Context: an optimization exercise on an open-source flow, tuned for small area, a short achievable clock period and few clock cycles. The choices shown serve that exercise and are no tape-out recipe.
Only simulation tests tie the RTL to the original design; equivalence was not proved.
Power is estimated from default activity; no workload was simulated.

==> flow/design.v <==
`default_nettype none
package friet_pkg;
    parameter int block_width = 128;
    parameter int lane_width = 32;
    typedef logic [block_width-1:0] block_t;
    typedef enum logic [3:0] {
        inst_load_key = 4'd1,
        inst_encrypt  = 4'd2,
        inst_decrypt  = 4'd3,
        inst_tag      = 4'd4,
        inst_verify   = 4'd5
    } inst_t;
    typedef enum logic [1:0] {
        core_load    = 2'd0,
        core_encrypt = 2'd1,
        core_decrypt = 2'd2,
        core_squeeze = 2'd3
    } core_oper_t;
    parameter logic [2:0] verdict_fixed_bits = 3'b111;
endpackage
`default_nettype wire
`timescale 1ns/10ps
`default_nettype none
module friet_stream_top #(
    parameter int DIN_DOUT_WIDTH = 32
) (
    input  wire                        clk,
    input  wire                        reg_compare_tag_rst,
    input  wire friet_pkg::inst_t      inst,
    input  wire                        inst_valid,
    output logic                       inst_ready,
    input  wire [DIN_DOUT_WIDTH-1:0]   din,
    input  wire                        din_last,
    input  wire                        din_valid,
    output logic                       din_ready,
    output logic [DIN_DOUT_WIDTH-1:0]  dout,
    output logic                       dout_last,
    output logic                       dout_valid,
    input  wire                        dout_ready
);
    localparam int W = DIN_DOUT_WIDTH;
    localparam int LD = 0;
    localparam int EN = 1;
    localparam int DE = 2;
    localparam int TG = 3;
    localparam int VF = 4;
    logic [W-1:0] lane [0:3];
    logic [3:0] p, p_n;          
    logic [3:0] rsel, rsel_n;    
    logic [1:0] wcnt, wcnt_n;
    logic zero, zero_n;          
    logic [4:0] op, op_n;        
    logic [4:0] pend, pend_n;    
    logic [4:0] dec;
    logic iready, iready_n;
    logic vlast, vlast_n;        
    logic diff;                  
    logic [W-1:0] o0_d, o1_d;
    logic o0_l, o1_l;
    logic o0_v, o0_v_n;
    logic o1_v, o1_v_n;
    logic drdy, drdy_n;          
    logic qstep, qstep_n;        
    logic dmask, dmask_n;        
    logic [W-1:0] rd;
    logic [W-1:0] x;
    logic [W-1:0] res;
    logic res_l;
    logic [W-1:0] wdata;
    logic step;
    logic enq;
    logic deq;
    logic fin;
    logic free;
    logic blk_end;
    logic wr;
    logic inst_hs;
    always_comb begin
        rd = '0;
        for (int i = 0; i < 4; i++) begin
            rd = rd | (lane[i] & {W{rsel[i]}});
        end
    end
    assign x = rd ^ (din & {W{dmask}});
    assign res = x | {{(W-4){1'b0}}, {3{vlast}}, vlast & diff};
    assign res_l = vlast | (op[TG] & (wcnt == 2'd3)) | ((op[EN] | op[DE]) & din_last);
    assign wdata = din ^ (rd & {W{op[EN]}});
    assign inst_ready = iready;
    assign din_ready = drdy;
    assign dout = o0_d;
    assign dout_last = o0_l;
    assign dout_valid = o0_v;
    assign step = qstep | (din_valid & drdy);
    assign enq = step & (op[EN] | op[DE] | op[TG] | vlast);
    assign deq = o0_v & dout_ready;
    assign blk_end = step & (wcnt == 2'd3);
    assign fin = vlast ? step : (op[TG] ? blk_end : (step & ~op[VF] & din_last));
    assign free = ~(|op) | fin;
    assign wr = op[LD] | op[EN] | op[DE];
    assign inst_hs = inst_valid & iready;
    always_comb begin
        dec = '0;
        case (inst)
            friet_pkg::inst_load_key: dec[LD] = 1'b1;
            friet_pkg::inst_encrypt:  dec[EN] = 1'b1;
            friet_pkg::inst_decrypt:  dec[DE] = 1'b1;
            friet_pkg::inst_tag:      dec[TG] = 1'b1;
            friet_pkg::inst_verify:   dec[VF] = 1'b1;
            default:                  dec = '0;
        endcase
    end
    always_comb begin
        op_n = op;
        pend_n = pend;
        if (free) begin
            pend_n = '0;
            if (!iready) op_n = pend;
            else if (inst_hs) op_n = dec;
            else op_n = '0;
        end else if (inst_hs) begin
            pend_n = dec;
        end
        p_n = p;
        wcnt_n = wcnt;
        zero_n = zero;
        vlast_n = vlast;
        if (step && !vlast) begin
            wcnt_n = wcnt + 2'd1;
            if (blk_end && (op[EN] || op[DE])) p_n = {p[1:0], p[3:2]};
            else p_n = {p[2:0], p[3]};
            if (blk_end && wr) zero_n = 1'b0;
            if (blk_end && op[VF]) vlast_n = 1'b1;
        end
        if (step && vlast) vlast_n = 1'b0;
        if (deq) o0_v_n = o1_v | enq;
        else o0_v_n = o0_v | enq;
        o1_v_n = o1_v ? ~deq : (enq & o0_v & ~deq);
        if (reg_compare_tag_rst) begin
            op_n = '0;
            pend_n = '0;
            p_n = 4'b0001;
            wcnt_n = 2'd0;
            zero_n = 1'b1;
            vlast_n = 1'b0;
            o0_v_n = 1'b0;
            o1_v_n = 1'b0;
        end
        iready_n = ~(|pend_n);
        rsel_n = p_n & {4{~(zero_n | vlast_n)}};
        dmask_n = (op_n[EN] | op_n[DE] | op_n[VF]) & ~vlast_n;
        drdy_n = op_n[LD] | (op_n[VF] & ~vlast_n) | ((op_n[EN] | op_n[DE]) & ~o1_v_n);
        qstep_n = (op_n[TG] | vlast_n) & ~o1_v_n;
    end
    always_ff @(posedge clk) begin
        op <= op_n;
        pend <= pend_n;
        iready <= iready_n;
        p <= p_n;
        wcnt <= wcnt_n;
        zero <= zero_n;
        vlast <= vlast_n;
        o0_v <= o0_v_n;
        o1_v <= o1_v_n;
        rsel <= rsel_n;
        dmask <= dmask_n;
        drdy <= drdy_n;
        qstep <= qstep_n;
    end
    always_ff @(posedge clk) begin
        if (step && op[VF] && !vlast) begin
            diff <= ((wcnt != 2'd0) & diff) | (|x);
        end
    end
    always_ff @(posedge clk) begin
        for (int i = 0; i < 4; i++) begin
            if (step && wr && p[i]) lane[i] <= wdata;
        end
    end
    always_ff @(posedge clk) begin
        if (!o0_v || dout_ready) begin
            o0_d <= o1_v ? o1_d : res;
            o0_l <= o1_v ? o1_l : res_l;
        end
        if (!o1_v) begin
            o1_d <= res;
            o1_l <= res_l;
        end
    end
endmodule
`default_nettype wire
Settings: LEC_CHECK=0, ABC_AREA=1, CAP_MARGIN=20, CORE_MARGIN=2, CORE_UTILIZATION=40, CTS_BUF_LIST=sky130_fd_sc_hd__clkbuf_8 sky130_fd_sc_hd__clkbuf_16, CTS_CLUSTER_DIAMETER=100, CTS_CLUSTER_SIZE=30, SETUP_SLACK_MARGIN=3.8, SLEW_MARGIN=20; clock period 6.0 ns.
run.sh (not shown) runs the stock make flow with config.mk's settings and CLKGATE_MAP_FILE= SYNTH_SCRIPT=/design/flow/synth_recipe.tcl, a recipe that flattens the netlist after the stock synthesis.
Testbench counts at the start, summed over its fixed seeds: cycles 15,718.
Rerun with:
--- a/flow/design.v
+++ b/flow/design.v
@@ -59,12 +59,13 @@
     logic o0_l, o1_l;
     logic o0_v, o0_v_n;
     logic o1_v, o1_v_n;
     logic drdy, drdy_n;          
     logic qstep, qstep_n;        
     logic dmask, dmask_n;        
+    logic [3:0] wep, wep_n;      
     logic [W-1:0] rd;
     logic [W-1:0] x;
     logic [W-1:0] res;
     logic res_l;
     logic [W-1:0] wdata;
     logic step;
@@ -147,12 +148,13 @@
         end
         iready_n = ~(|pend_n);
         rsel_n = p_n & {4{~(zero_n | vlast_n)}};
         dmask_n = (op_n[EN] | op_n[DE] | op_n[VF]) & ~vlast_n;
         drdy_n = op_n[LD] | (op_n[VF] & ~vlast_n) | ((op_n[EN] | op_n[DE]) & ~o1_v_n);
         qstep_n = (op_n[TG] | vlast_n) & ~o1_v_n;
+        wep_n = p_n & {4{drdy_n & (op_n[LD] | op_n[EN] | op_n[DE])}};
     end
     always_ff @(posedge clk) begin
         op <= op_n;
         pend <= pend_n;
         iready <= iready_n;
         p <= p_n;
@@ -162,21 +164,22 @@
         o0_v <= o0_v_n;
         o1_v <= o1_v_n;
         rsel <= rsel_n;
         dmask <= dmask_n;
         drdy <= drdy_n;
         qstep <= qstep_n;
+        wep <= wep_n;
     end
     always_ff @(posedge clk) begin
         if (step && op[VF] && !vlast) begin
             diff <= ((wcnt != 2'd0) & diff) | (|x);
         end
     end
     always_ff @(posedge clk) begin
         for (int i = 0; i < 4; i++) begin
-            if (step && wr && p[i]) lane[i] <= wdata;
+            if (din_valid && wep[i]) lane[i] <= wdata;
         end
     end
     always_ff @(posedge clk) begin
         if (!o0_v || dout_ready) begin
             o0_d <= o1_v ? o1_d : res;
             o0_l <= o1_v ? o1_l : res_l;
Result: The changed run completed without violations; clock power goes down slightly; clock-buffer cell count came out lower by 1; sequential power barely changes; first-iteration DRC count grows by well over a third; worst setup slack stays flat; area after synthesis went down slightly; final cell count shrinks by a few percent; combinational power is about the same; die area drops slightly; via count shrinks slightly.
Testbench counts after the change, summed over its fixed seeds: cycles 15,718.

==> separate check: timing with driven ports <==
Ports are ideal in the flow. The routed layouts listed here were re-timed in OpenROAD. Step 1: set_driving_cell puts a clkbuf_16 on clk and a buf_2 on each other input, an assumption about the parent block. Step 2 moves the port delays by t, midway between the first and last clock arrival at a register: inputs arrive t later, outputs are due t later. That takes back most of the time a late clock gives input paths. Three values: ideal, step 1, step 2; two values: the first two.
| run | t, ns | setup slack, ns | worst setup path at the end |
|---|---|---|---|
| the first run | 0.504 | 3.788 / 3.745 / 3.354 | input to register |
| the second run | 0.509 | 3.789 / 3.743 / 3.329 | input to register |
After both steps setup and hold are still met in every run listed. The setup slack of the second run, which loses most, moves by -0.046 ns with the drivers and by -0.460 ns with both steps.
